Background: an optimization exercise with open tools, aiming at small area, a short achievable clock period and few clock cycles per item. Do not read the settings as production practice. At most, simulation tests tie the RTL to the original design; equivalence was not proved. Power and IR drop assume default switching activity.

run 1:
// dmem_wait
module dmem_wait (
    input  logic        clk,
    input  logic        reset,
    input  logic        req,
    input  logic        we,
    input  logic [1:0]  size,
    input  logic        signed_ld,
    input  logic [31:0] addr,
    input  logic [31:0] wdata,
    output logic [31:0] rdata,
    output logic        ready,
    output logic        err,
    output logic [31:0] io_out
);
Size: about 4700 cells after synthesis, ~2200 flip-flops, about 140 I/O pins, about 82000 µm² of cells after synthesis.
Settings: LEC_CHECK=0, CAP_MARGIN=20, CORE_MARGIN=2, CORE_UTILIZATION=65, CTS_CLUSTER_DIAMETER=100, CTS_CLUSTER_SIZE=22, GPL_ROUTABILITY_DRIVEN=0, SETUP_SLACK_MARGIN=2.4, SLEW_MARGIN=20, SYNTH_HIERARCHICAL=1, SYNTH_MINIMUM_KEEP_SIZE=0, TNS_END_PERCENT=100; clock period 5.0 ns.
standard.sh (not shown) runs the stock make flow with config.mk's settings and CLKGATE_MAP_FILE= SYNTH_SCRIPT=/design/flow/synth_recipe.tcl, a recipe that flattens the netlist after the stock synthesis.
==> flow/flow/run.sh <==
#!/bin/bash
# Own flow: the standard layout (standard.sh, with the standard flow's synthesis and the
# settings of config.mk), except that the input and output ports are buffered
# with buf_4 cells instead of the cell buffer_ports picks by default.
set -euo pipefail
export BUFFER_PORTS_ARGS="-buffer_cell sky130_fd_sc_hd__buf_4"
bash standard.sh finish > make_finish.log 2>&1
Testbench counts of run 1, summed over its fixed seeds: cycles 24,000, items 12,000.
Input changes introduced in run 2 (baseline for comparison: run 1):
Settings: removing GPL_ROUTABILITY_DRIVEN (formerly 0); changing SETUP_SLACK_MARGIN from 2.4 to 2.5.
Notes after the runs:
The post-route standard cell area excluding fillers in run 2 was higher than what run 1 gave. When run 2 is set beside run 1, its total wire length turns out to be 1.0% larger. Row endpoint required time on the critical path: run 2 higher / run 1 lower. Any difference in total design power between run 2 and run 1 is small enough to ignore. The number of levels in the clock H-tree was comparable across run 1 and run 2. On simple-gate share of the synthesized area, run 1 and run 2 are neck and neck. Changes observed in run 2 relative to run 1: clock-buffer cell count +1, area growth from synthesis to layout +0.50 points, pin slew with the least headroom to its limit now smaller.
Input-level comparison between run 3 and run 2:
Settings: SETUP_SLACK_MARGIN now 2.4, was 2.5; CORE_UTILIZATION now 72, was 65.
## What came out
- Global-route wire length before repair: run 2 vs run 3, no meaningful difference
- Worst hold-check path type: reg2reg -> run 3, in2reg -> run 2
- Run 2 reports its destination of the critical timing path as r_rdata[13] while run 3 reports r_rdata[25].
- Run 3 and run 2 ended up with nearly the same clock group share of total power.
- Via count of the routed design (higher): run 3
- Going from run 2 to run 3, initial DRC count grows by about 7%.
- In the reports for run 3 and run 2, the larger number of gates on the worst path with buffers counted belongs to run 2.
- As far as number of enable-type register cells in the synthesized netlist goes, run 2 and run 3 are indistinguishable; the numbers are identical.
- Of run 3 and run 2, the run reporting the lower initial antenna violation count was run 2.
- Run 2 has lower non-clock buffer instance count of the final layout than run 3.
Changes in run 4 relative to run 3:
Settings: changing CTS_CLUSTER_SIZE from 22 to 18; changing CORE_UTILIZATION from 72 to 65.
--- outcome ---
Run 3 completed every stage of the flow, and the final layout passed the timing, DRC and antenna checks. Run 4: done, clean on timing, DRC and antenna. Going from run 3 to run 4, leakage component of the power went up 0.69%, initial antenna violation count went down 2. Total area of sequential cells: run 4 vs run 3, no meaningful difference. Side by side, inserted tap cell count turned out higher in run 4 than in run 3.
Setup changes, run 4 to run 5
Settings: CORE_UTILIZATION changed from 65 to 58; CTS_CLUSTER_SIZE changed from 18 to 22.
## What came out
Compared with run 4, run 5 shows a clock group share of total power that is 2.9 points lower.
Comparing run 4 with run 5, the via count came out essentially unchanged.
Total power: run 5 below run 4
Run 5 against run 4: maximum frequency dropped 0.38%, final cell count moved up.
| depth of the critical timing path with buffers and inverters included | higher: run 5 |
NOTE: global-route usage in run 5 falls short of that of run 4

dmem_wait, a different RTL version from the one above (not shown whole).
For scale: about 140 I/O pins, ~81000 sq um of cells after synthesis.
==> flow/design.v (excerpt) <==
module dmem_wait (
    input  logic        clk,
    input  logic        reset,
    input  logic        req,
    input  logic        we,
    input  logic [1:0]  size,
    input  logic        signed_ld,
    input  logic [31:0] addr,
    input  logic [31:0] wdata,
    output logic [31:0] rdata,
    output logic        ready,
    output logic        err,
    output logic [31:0] io_out
);
Settings: LEC_CHECK=0, CAP_MARGIN=0, CORE_MARGIN=2, CORE_UTILIZATION=65, CTS_CLUSTER_DIAMETER=100, CTS_CLUSTER_SIZE=22, SETUP_SLACK_MARGIN=2.7, SLEW_MARGIN=0, SYNTH_HIERARCHICAL=1, SYNTH_MINIMUM_KEEP_SIZE=0, TNS_END_PERCENT=10; clock period 5.0 ns.
Scripts as last shown in full above: flow/flow/run.sh
The baseline finished clean.
==> next run, changes <==
CAP_MARGIN = 20   (was 0)
SLEW_MARGIN = 20   (was 0)
Outcome:
- The new run finished with timing, DRC and antenna clean
- non-clock buffer count is higher by 67
- clock power is higher by about 0.4%
- via count is higher by 1.5%
- first-iteration DRC count is higher by 3.5%
- critical path depth stays the same
- utilization is higher by 1.2 points
- global-route usage is higher by 0.95 points
- routed wire length is higher by 2.6%
No functional check of the RTL was part of any run of this note.

RTL: one of the versions met above, not the one the previous note started from.
Size in the first run: ~140 I/O pins, about 0.082 mm² of cells after synthesis.
==> flow/design.v (excerpt) <==
module dmem_wait (
    input  logic        clk,
    input  logic        reset,
    input  logic        req,
    input  logic        we,
    input  logic [1:0]  size,
    input  logic        signed_ld,
    input  logic [31:0] addr,
    input  logic [31:0] wdata,
    output logic [31:0] rdata,
    output logic        ready,
    output logic        err,
    output logic [31:0] io_out
);
clock: 5.0 ns
lec_check: 0
cap_margin: 20
core_margin: 2
core_utilization: 65
cts_cluster_diameter: 100
cts_cluster_size: 22
setup_slack_margin: 2.6
slew_margin: 20
synth_hierarchical: 1
synth_minimum_keep_size: 0
tns_end_percent: 100
Scripts as last shown in full above: flow/flow/run.sh
Testbench counts at the start, summed over its fixed seeds: cycles 24,000, items 12,000.
Then changed:
Settings changed: SETUP_SLACK_MARGIN 2.6 to 2.4.
=> The new run passed the timing, DRC and antenna checks; clock power barely changes; count of clock-buffer cells in the layout fell by 3; power fell by 0.67%.

-- separate check: timing with driven ports --
The results above use ideal ports. As a check the final layouts listed here were re-extracted and re-timed, cells and wires unchanged.
Step 1 (the two cells are an assumption about what drives the block):
set clk [get_ports {clk}]
set_driving_cell -lib_cell sky130_fd_sc_hd__clkbuf_16 $clk
set_driving_cell -lib_cell sky130_fd_sc_hd__buf_2 [delete_from_list [all_inputs] $clk]
Step 2 moves the port delays by t, midway between the first and last clock arrival at a register: inputs arrive t later, outputs are due t later. That takes back most of the time a late clock gives input paths.
Slacks: no drivers / after step 1 / after step 2; pairs: no drivers / after step 1.
run	t (ns)	slack for setup (ns)	hold WS [ns]	worst setup path after step 2
run 1	0.841	2.317 / 2.079 / 1.239	0.457 / 0.403 / 0.492	input to register
run 2	0.831	2.368 / 2.164 / 1.334	0.466 / 0.405 / 0.507	input to register
run 3	0.819	2.206 / 1.842 / 1.023	0.491 / 0.437 / 0.491	input to register
run 4	0.885	2.342 / 2.167 / 1.282	0.416 / 0.358 / 0.497	input to register
run 5	0.847	2.332 / 2.028 / 1.180	0.419 / 0.411 / 0.488	input to register
the first run of note 2	0.841	2.141 / 1.996 / 1.155	0.439 / 0.393 / 0.480	input to register
the second run of note 2	0.838	2.285 / 2.047 / 1.209	0.448 / 0.402 / 0.485	input to register
the first run of note 3	0.835	2.312 / 2.137 / 1.302	0.481 / 0.424 / 0.501	input to register
the second run of note 3	0.837	2.385 / 2.169 / 1.332	0.454 / 0.395 / 0.505	input to register
After both steps every run listed still meets setup and hold. The setup slack of run 3, which loses most, moves by -0.364 ns with the drivers and by -1.183 ns with both steps.
